From an optimization exercise on the open Yosys and OpenROAD flow, aimed at small area and a short achievable clock period; shortcuts taken in it are not production practice. Only simulation tests tie the RTL to the original design; equivalence was not proved. No activity file was given, so power comes from the tool's default toggle rates.

==> run a <==
// rvDatapath
module rvDatapath #(
  parameter int                         MEM_WORDS = 64,
  parameter logic [rvCorePkg::XLEN-1:0] RESET_PC  = '0
) (
  input  logic                       clk,
  input  logic                       rst,
  input  logic [rvCorePkg::XLEN-1:0] ins,
  input  logic [2:0]                 aluOp,
  input  logic                       aluSrc,     
  input  logic                       memRead,
  input  logic                       memWrite,
  input  logic                       memToReg,   
  input  logic                       regWrite,
  input  logic                       branch,
  input  logic                       jump,
  output logic [rvCorePkg::XLEN-1:0] pc,
  output logic [rvCorePkg::XLEN-1:0] aluResult,
  output logic                       zero,
  output logic [rvCorePkg::XLEN-1:0] wbData
);
clock: 12.5 ns
lec_check: 0
cap_margin: 10
cell_pad_in_sites_detail_placement: 1
cell_pad_in_sites_global_placement: 2
core_margin: 2
core_utilization: 35
gpl_timing_driven: 0
place_density: 0.45
setup_slack_margin: 0.5
slew_margin: 10
synth_hierarchical: 1
standard.sh (not shown) runs the stock make flow with config.mk's settings and CLKGATE_MAP_FILE= SYNTH_SCRIPT=/design/flow/synth_recipe.tcl, a recipe that flattens the netlist after the stock synthesis.
==> flow/flow/run.sh <==
#!/bin/bash
# Standard layout with three changes, set through the ORFS variables the
# standard scripts read:
# - plain buf_4 port buffers in place of the delay buffers picked by default
# - clock tree from clkbuf_8 with no dummy loads, sinks clustered by 16
set -euo pipefail
export BUFFER_PORTS_ARGS="-buffer_cell sky130_fd_sc_hd__buf_4"
export CTS_ARGS="-sink_clustering_enable -repair_clock_nets -dont_use_dummy_load -buf_list sky130_fd_sc_hd__clkbuf_8 -sink_clustering_size 16 -sink_clustering_max_diameter 50"
bash standard.sh finish > make_finish.log 2>&1
==> run b (differences from run a) <==
--- a/flow/design.v
+++ b/flow/design.v
@@ -205,25 +205,45 @@
     selOr #(.N(7)) u1_0 (.d(col[7:1]), .s(sel1[7:1]), .y(part1[0]));
     selOr #(.N(7)) u2_0 (.d(col[7:1]), .s(sel2[7:1]), .y(part2[0]));
     for (genvar g = 1; g < 4; g++) begin : g_grp
       selOr #(.N(8)) u1 (.d(col[8*g+7:8*g]), .s(sel1[8*g+7:8*g]), .y(part1[g]));
       selOr #(.N(8)) u2 (.d(col[8*g+7:8*g]), .s(sel2[8*g+7:8*g]), .y(part2[g]));
     end
-    assign rd1[b] = |part1;
-    assign rd2[b] = |part2;
+    logic [1:0] half1N;
+    logic [1:0] half2N;
+    nor2Cell u1_h0 (.a(part1[0]), .b(part1[1]), .y(half1N[0]));
+    nor2Cell u1_h1 (.a(part1[2]), .b(part1[3]), .y(half1N[1]));
+    nor2Cell u2_h0 (.a(part2[0]), .b(part2[1]), .y(half2N[0]));
+    nor2Cell u2_h1 (.a(part2[2]), .b(part2[3]), .y(half2N[1]));
+    nand2Cell u1_f (.a(half1N[0]), .b(half1N[1]), .y(rd1[b]));
+    nand2Cell u2_f (.a(half2N[0]), .b(half2N[1]), .y(rd2[b]));
   end
 endmodule
 module selOr #(
   parameter int N = 8
 ) (
   input  logic [N-1:0] d,
   input  logic [N-1:0] s,
   output logic         y
 );
   assign y = |(d & s);
 endmodule
+module nor2Cell (
+  input  logic a,
+  input  logic b,
+  output logic y
+);
+  assign y = ~(a | b);
+endmodule
+module nand2Cell (
+  input  logic a,
+  input  logic b,
+  output logic y
+);
+  assign y = ~(a & b);
+endmodule
 `default_nettype wire
 `timescale 1ns/1ps
 `default_nettype none
 import rvCorePkg::*;
 module fetchUnit #(
   parameter logic [rvCorePkg::XLEN-1:0] RESET_PC = '0
@@ -359,13 +379,23 @@
     for (genvar k = 0; k < MEM_WORDS; k++) begin : g_col
       assign col[k] = mem[k][b];
     end
     for (genvar g = 0; g < MEM_WORDS / 8; g++) begin : g_grp
       selOr #(.N(8)) u (.d(col[8*g+7:8*g]), .s(rdSel[8*g+7:8*g]), .y(part[g]));
     end
-    assign memOut[b] = |part;
+    logic [3:0] q4N;
+    logic [1:0] q2;
+    logic       q1N;
+    for (genvar g = 0; g < 4; g++) begin : g_l1
+      nor2Cell u (.a(part[2*g]), .b(part[2*g+1]), .y(q4N[g]));
+    end
+    for (genvar g = 0; g < 2; g++) begin : g_l2
+      nand2Cell u (.a(q4N[2*g]), .b(q4N[2*g+1]), .y(q2[g]));
+    end
+    nor2Cell u_l3 (.a(q2[0]), .b(q2[1]), .y(q1N));
+    assign memOut[b] = ~q1N;
   end
   assign wdGated = wd & {XLEN{~rst}};
   for (genvar k = 0; k < MEM_WORDS; k++) begin : g_word
     logic wrEn;
     assign wrEn = rst | (memWrite & hit[k]);
     always_ff @(posedge clk) begin
Settings changed: CORE_UTILIZATION 35 to 48, PLACE_DENSITY 0.45 to 0.58, SETUP_SLACK_MARGIN 0.5 to 3.0.
==> run c (differences from run a) <==
--- a/flow/design.v
+++ b/flow/design.v
@@ -205,25 +205,45 @@
     selOr #(.N(7)) u1_0 (.d(col[7:1]), .s(sel1[7:1]), .y(part1[0]));
     selOr #(.N(7)) u2_0 (.d(col[7:1]), .s(sel2[7:1]), .y(part2[0]));
     for (genvar g = 1; g < 4; g++) begin : g_grp
       selOr #(.N(8)) u1 (.d(col[8*g+7:8*g]), .s(sel1[8*g+7:8*g]), .y(part1[g]));
       selOr #(.N(8)) u2 (.d(col[8*g+7:8*g]), .s(sel2[8*g+7:8*g]), .y(part2[g]));
     end
-    assign rd1[b] = |part1;
-    assign rd2[b] = |part2;
+    logic [1:0] half1N;
+    logic [1:0] half2N;
+    nor2Cell u1_h0 (.a(part1[0]), .b(part1[1]), .y(half1N[0]));
+    nor2Cell u1_h1 (.a(part1[2]), .b(part1[3]), .y(half1N[1]));
+    nor2Cell u2_h0 (.a(part2[0]), .b(part2[1]), .y(half2N[0]));
+    nor2Cell u2_h1 (.a(part2[2]), .b(part2[3]), .y(half2N[1]));
+    nand2Cell u1_f (.a(half1N[0]), .b(half1N[1]), .y(rd1[b]));
+    nand2Cell u2_f (.a(half2N[0]), .b(half2N[1]), .y(rd2[b]));
   end
 endmodule
 module selOr #(
   parameter int N = 8
 ) (
   input  logic [N-1:0] d,
   input  logic [N-1:0] s,
   output logic         y
 );
   assign y = |(d & s);
 endmodule
+module nor2Cell (
+  input  logic a,
+  input  logic b,
+  output logic y
+);
+  assign y = ~(a | b);
+endmodule
+module nand2Cell (
+  input  logic a,
+  input  logic b,
+  output logic y
+);
+  assign y = ~(a & b);
+endmodule
 `default_nettype wire
 `timescale 1ns/1ps
 `default_nettype none
 import rvCorePkg::*;
 module fetchUnit #(
   parameter logic [rvCorePkg::XLEN-1:0] RESET_PC = '0
@@ -359,13 +379,23 @@
     for (genvar k = 0; k < MEM_WORDS; k++) begin : g_col
       assign col[k] = mem[k][b];
     end
     for (genvar g = 0; g < MEM_WORDS / 8; g++) begin : g_grp
       selOr #(.N(8)) u (.d(col[8*g+7:8*g]), .s(rdSel[8*g+7:8*g]), .y(part[g]));
     end
-    assign memOut[b] = |part;
+    logic [3:0] q4N;
+    logic [1:0] q2;
+    logic       q1N;
+    for (genvar g = 0; g < 4; g++) begin : g_l1
+      nor2Cell u (.a(part[2*g]), .b(part[2*g+1]), .y(q4N[g]));
+    end
+    for (genvar g = 0; g < 2; g++) begin : g_l2
+      nand2Cell u (.a(q4N[2*g]), .b(q4N[2*g+1]), .y(q2[g]));
+    end
+    nor2Cell u_l3 (.a(q2[0]), .b(q2[1]), .y(q1N));
+    assign memOut[b] = ~q1N;
   end
   assign wdGated = wd & {XLEN{~rst}};
   for (genvar k = 0; k < MEM_WORDS; k++) begin : g_word
     logic wrEn;
     assign wrEn = rst | (memWrite & hit[k]);
     always_ff @(posedge clk) begin
Settings changed: SETUP_SLACK_MARGIN 0.5 to 2.0.
==> run d (differences from run a) <==
--- a/flow/design.v
+++ b/flow/design.v
@@ -205,25 +205,45 @@
     selOr #(.N(7)) u1_0 (.d(col[7:1]), .s(sel1[7:1]), .y(part1[0]));
     selOr #(.N(7)) u2_0 (.d(col[7:1]), .s(sel2[7:1]), .y(part2[0]));
     for (genvar g = 1; g < 4; g++) begin : g_grp
       selOr #(.N(8)) u1 (.d(col[8*g+7:8*g]), .s(sel1[8*g+7:8*g]), .y(part1[g]));
       selOr #(.N(8)) u2 (.d(col[8*g+7:8*g]), .s(sel2[8*g+7:8*g]), .y(part2[g]));
     end
-    assign rd1[b] = |part1;
-    assign rd2[b] = |part2;
+    logic [1:0] half1N;
+    logic [1:0] half2N;
+    nor2Cell u1_h0 (.a(part1[0]), .b(part1[1]), .y(half1N[0]));
+    nor2Cell u1_h1 (.a(part1[2]), .b(part1[3]), .y(half1N[1]));
+    nor2Cell u2_h0 (.a(part2[0]), .b(part2[1]), .y(half2N[0]));
+    nor2Cell u2_h1 (.a(part2[2]), .b(part2[3]), .y(half2N[1]));
+    nand2Cell u1_f (.a(half1N[0]), .b(half1N[1]), .y(rd1[b]));
+    nand2Cell u2_f (.a(half2N[0]), .b(half2N[1]), .y(rd2[b]));
   end
 endmodule
 module selOr #(
   parameter int N = 8
 ) (
   input  logic [N-1:0] d,
   input  logic [N-1:0] s,
   output logic         y
 );
   assign y = |(d & s);
 endmodule
+module nor2Cell (
+  input  logic a,
+  input  logic b,
+  output logic y
+);
+  assign y = ~(a | b);
+endmodule
+module nand2Cell (
+  input  logic a,
+  input  logic b,
+  output logic y
+);
+  assign y = ~(a & b);
+endmodule
 `default_nettype wire
 `timescale 1ns/1ps
 `default_nettype none
 import rvCorePkg::*;
 module fetchUnit #(
   parameter logic [rvCorePkg::XLEN-1:0] RESET_PC = '0
@@ -359,13 +379,23 @@
     for (genvar k = 0; k < MEM_WORDS; k++) begin : g_col
       assign col[k] = mem[k][b];
     end
     for (genvar g = 0; g < MEM_WORDS / 8; g++) begin : g_grp
       selOr #(.N(8)) u (.d(col[8*g+7:8*g]), .s(rdSel[8*g+7:8*g]), .y(part[g]));
     end
-    assign memOut[b] = |part;
+    logic [3:0] q4N;
+    logic [1:0] q2;
+    logic       q1N;
+    for (genvar g = 0; g < 4; g++) begin : g_l1
+      nor2Cell u (.a(part[2*g]), .b(part[2*g+1]), .y(q4N[g]));
+    end
+    for (genvar g = 0; g < 2; g++) begin : g_l2
+      nand2Cell u (.a(q4N[2*g]), .b(q4N[2*g+1]), .y(q2[g]));
+    end
+    nor2Cell u_l3 (.a(q2[0]), .b(q2[1]), .y(q1N));
+    assign memOut[b] = ~q1N;
   end
   assign wdGated = wd & {XLEN{~rst}};
   for (genvar k = 0; k < MEM_WORDS; k++) begin : g_word
     logic wrEn;
     assign wrEn = rst | (memWrite & hit[k]);
     always_ff @(posedge clk) begin
Settings changed: CORE_UTILIZATION 35 to 48, PLACE_DENSITY 0.45 to 0.58, SETUP_SLACK_MARGIN 0.5 to 2.0.
==> comparison table <==
Worst-case vdd ir drop: run d 0.00009720 V; run c 0.00008978 V; run a 0.00009365 V; run b 0.0001112 V
Detail-routed net length per standard cell: run d 42.11 um; run c 38.82 um; run a 38.42 um; run b 40.46 um
Number of rows created at floorplan: run d 187; run c 219; run a 218; run b 187
Max stage delay cell, worst path: run d nand4_1; run c a2111o_1; run a or4_1; run b a222oi_1
Aggregate global-route resource usage: run d 38.79%; run c 29.39%; run a 28.41%; run b 37.72%
Chip Height: run d 514.6 um; run c 601.9 um; run a 600.2 um; run b 514.6 um
Met1 global-route usage: run d 50.79%; run c 37.62%; run a 38.49%; run b 50.66%
Largest incremental delay on the critical path: run d 540 ps; run c 480 ps; run a 690 ps; run b 430 ps
Most frequent CP cell: run d buf_12; run c buf_12; run a -; run b -
Switching share of power: run d 30.08%; run c 30.05%; run a 29.26%; run b 30.11%
Slew HR: run d 6.487%; run c 16.51%; run a 11.94%; run b -0.9718%
Clock buffer and inverter area fraction after layout: run d 2.894%; run c 3.560%; run a 3.660%; run b 2.937%
Worst slack, placed: run d -732.6 ps; run c -1181 ps; run a -862.3 ps; run b -1284 ps
Run status: run d finished clean; run c finished clean; run a finished clean; run b finished with violations
Layout check failures: run d -; run c -; run a -; run b max-capacitance violations, max-slew violations
Initial antenna violation count: run d 31; run c 29; run a 27; run b 28
Global-route wire length before repair: run d 711700 um; run c 738300 um; run a 708700 um; run b 696400 um
Post-synthesis cell area: run d 0.1251 mm2; run c 0.1251 mm2; run a 0.1244 mm2; run b 0.1251 mm2
HPWL Detailed: run d 359800 um; run c 385700 um; run a 381400 um; run b 347500 um
Share of post-route cells with drive strength above 1: run d 25.60%; run c 27.64%; run a 22.58%; run b 27.48%
Final clock skew: run d 121.7 ps; run c 124.0 ps; run a 173.8 ps; run b 132.8 ps
Mean number of vias per cell: run d 7.129; run c 6.023; run a 6.074; run b 7.025
Mean instance size in the synthesized netlist: run d 16.03 um2; run c 16.03 um2; run a 16.55 um2; run b 16.03 um2
Post-CTS resize count: run d 400; run c 587; run a 76; run b 533
Clock buffer instance count of the final layout: run d 323; run c 408; run a 398; run b 330
Final worst path period share: run d 87.68%; run c 86.18%; run a 97.16%; run b 87.11%

[static timing again, ports no longer ideal]
The results above use ideal ports. As a check the final layouts listed here were re-extracted and re-timed, cells and wires unchanged.
Step 1 sets driving cells, clkbuf_16 on the clock port and buf_2 on the other inputs (assumed; they add their load-dependent delay and slew).
Step 2 also shifts input and output timing later by t, the mid clock arrival at the registers, as if the neighbouring blocks saw the same clock.
Three values: ideal ports, drivers, drivers and shift; two values: the first two.
| run | shift t [ns] | setup slack, ns | worst data-port slew with drivers (ns) | slew violations | max-capacitance violations |
|---|---|---|---|---|---|
| run a | 1.183 | 0.355 / 0.258 / 0.258 | 1.40 | 0 / 0 | 0 / 0 |
| run b | 1.097 | 1.612 / 1.504 / 1.504 | 1.40 | 11 / 11 | 1 / 1 |
| run c | 1.191 | 1.728 / 1.612 / 1.612 | 1.10 | 0 / 0 | 0 / 0 |
| run d | 1.181 | 1.540 / 1.415 / 1.415 | 1.58 | 0 / 54 | 0 / 1 |
The drivers bring new slew violations in run d. With drivers on, capacitance violations rise in run d. The setup slack of run d, which loses most, moves by -0.125 ns with the drivers and by -0.125 ns with both steps.
